From an optimization exercise on the open Yosys and OpenROAD flow, aimed at small area and a short achievable clock period; shortcuts taken in it are not production practice.
Only simulation tests tie the RTL to the original design; equivalence was not proved.
Power and IR drop assume default switching activity.

## run 1
## prog_mem_ctrl
module prog_mem_ctrl (
    input  logic        clk,
    input  logic        rst,
    input  logic        load_start,
    input  logic        load_valid,
    input  logic [7:0]  load_byte,
    output logic        load_ready,
    input  logic        load_end,
    output logic [8:0]  load_count,
    input  logic        fetch_req,
    input  logic [15:0] fetch_addr,
    output logic        fetch_ready,
    output logic        fetch_valid,
    output logic [15:0] fetch_inst,
    output logic        fetch_err
);
Settings: LEC_CHECK=0, CAP_MARGIN=20, CORE_MARGIN=2, CORE_UTILIZATION=55, SETUP_SLACK_MARGIN=4.2, SLEW_MARGIN=20, SYNTH_HIERARCHICAL=1; clock period 7.0 ns.
standard.sh (not shown) runs the stock make flow with config.mk's settings and CLKGATE_MAP_FILE= SYNTH_SCRIPT=/design/flow/synth_recipe.tcl, a recipe that flattens the netlist after the stock synthesis.
==> flow/flow/run.sh <==
#!/bin/bash
# Layout flow: the standard ORFS flow (standard.sh) with two changes:
#  - clock tree synthesis without dummy loads, clusters of at most 16 sinks
#    within 50 um, clkbuf_8 buffers;
#  - the reset input and the fetch response outputs placed as one pin group
#    (flow/io.tcl), since reset acts on those outputs within the cycle.
# Each tool's output goes to its ORFS log under orfs/logs/; make's own output
# goes to make_finish.log in the work folder.
set -euo pipefail
cd "$(dirname "$0")/.."
CTS="-sink_clustering_enable -repair_clock_nets -dont_use_dummy_load"
CTS="$CTS -sink_clustering_size 16 -sink_clustering_max_diameter 50"
CTS="$CTS -buf_list sky130_fd_sc_hd__clkbuf_8"
bash standard.sh "CTS_ARGS=$CTS" "IO_CONSTRAINTS=$PWD/flow/io.tcl" finish > make_finish.log 2>&1
==> flow/flow/io.tcl <==
# Keep the reset input and the fetch response outputs next to each other.
set_io_pin_constraint -group -order -pin_names {rst fetch_valid fetch_err fetch_inst[0] fetch_inst[1] fetch_inst[2] fetch_inst[3] fetch_inst[4] fetch_inst[5] fetch_inst[6] fetch_inst[7] fetch_inst[8] fetch_inst[9] fetch_inst[10] fetch_inst[11] fetch_inst[12] fetch_inst[13] fetch_inst[14] fetch_inst[15]}
Looking at the reports, run 1 completed the entire flow and the layout it produced met the timing, DRC and antenna checks.
Here is what was changed in the inputs of run 2 compared with run 1.
- swapping 4.2 for 4.0 in SETUP_SLACK_MARGIN
==> flow/flow/io.tcl <==
# Keep the fetch address inputs, the reset input and the fetch response
# outputs next to each other.
set_io_pin_constraint -group -order -pin_names {fetch_addr[0] fetch_addr[1] fetch_addr[2] fetch_addr[3] fetch_addr[4] fetch_addr[5] fetch_addr[6] fetch_addr[7] fetch_addr[8] fetch_addr[9] fetch_addr[10] fetch_addr[11] fetch_addr[12] fetch_addr[13] fetch_addr[14] fetch_addr[15] rst fetch_valid fetch_err fetch_inst[0] fetch_inst[1] fetch_inst[2] fetch_inst[3] fetch_inst[4] fetch_inst[5] fetch_inst[6] fetch_inst[7] fetch_inst[8] fetch_inst[9] fetch_inst[10] fetch_inst[11] fetch_inst[12] fetch_inst[13] fetch_inst[14] fetch_inst[15]}
## What came out
- When run 2 is measured against run 1, its wire length of the first global-routing pass turns out 1.8% lower.
- met1 as the global routing's busiest layer was reported by run 2, and met2 by run 1.
- Worst slack at placement delta (run 2 − run 1): unfavourable
- Re combinational power: run 2 is about 6% down on run 1.
- Destination of the critical timing path: fetch_inst[7] -> run 2, fetch_inst[13] -> run 1
- The multi-input logic cell count of run 2 and that of run 1 are within noise of each other.
- In the tables for run 2 and run 1, data arrival at the endpoint of the critical path reads higher with run 2.
- Comparing run 2 against run 1, there is no change at all in number of sequential cells.
- Changes observed in run 2 relative to run 1: net total in the final layout -about 2.1%, setup slack of the worst register-to-register path -0.30 ns, power -about 1%.
- When run 2 is set beside run 1, its fraction of final layout cells with drive strength greater than 1 turns out to be 6.6 points smaller.
Inputs modified between run 2 and run 3:
==> flow/flow/io.tcl <==
# Keep the reset input and the fetch response outputs next to each other.
set_io_pin_constraint -group -order -pin_names {rst fetch_valid fetch_err fetch_inst[0] fetch_inst[1] fetch_inst[2] fetch_inst[3] fetch_inst[4] fetch_inst[5] fetch_inst[6] fetch_inst[7] fetch_inst[8] fetch_inst[9] fetch_inst[10] fetch_inst[11] fetch_inst[12] fetch_inst[13] fetch_inst[14] fetch_inst[15]}
==> notes.md <==
Run 3: area growth from synthesis to layout is 0.38 points higher than what run 2 reported.
Run 3 — count of plain and timing-repair buffers 30 higher, run 2 as reference
STATUS setup slack: run 3 wins against run 2
Changes in run 4 relative to run 3:
- CORE_UTILIZATION: 55 -> 65
Findings:
Filler cell count in the final layout (run 4 vs. run 3) decreases by more than a quarter. End of the critical path = fetch_inst[6]: run 4; end of the critical path = fetch_inst[14]: run 3. Between run 3 and run 4, the number of combinational gates with multiple inputs figures differ only marginally. Changes observed in run 4 relative to run 3: routed wire length has decreased, actual slew at the worst max-slew pin has increased. Synthesis-to-finish area growth: run 4 lower than run 3.

==> what the ideal ports hide <==
Ports are ideal in the flow. The routed layouts listed here were re-timed in OpenROAD. Step 1 sets driving cells, clkbuf_16 on the clock port and buf_2 on the other inputs (assumed; they add their load-dependent delay and slew). Step 2, shift: input delay + t, output delay - t, t = (earliest + latest rising clock arrival at the registers) / 2. This alone moves slack from input paths to output paths. Slacks: ideal / step 1 / step 2; pairs: ideal / step 1.
| run | shift t [ns] | slack for setup (ns) | worst setup path at the end | worst slew at a driven data input, ns |
|---|---|---|---|---|
| run 1 | 1.026 | 3.415 / 3.056 / 2.827 | input to register | 0.40 |
| run 2 | 0.996 | 3.286 / 3.200 / 2.845 | input to register | 0.09 |
| run 3 | 0.998 | 3.582 / 3.034 / 2.849 | input to register | 0.65 |
| run 4 | 0.978 | 3.440 / 3.205 / 2.844 | input to register | 0.31 |
After both steps every run listed still meets setup and hold. The setup slack of run 3, which loses most, moves by -0.548 ns with the drivers and by -0.733 ns with both steps.
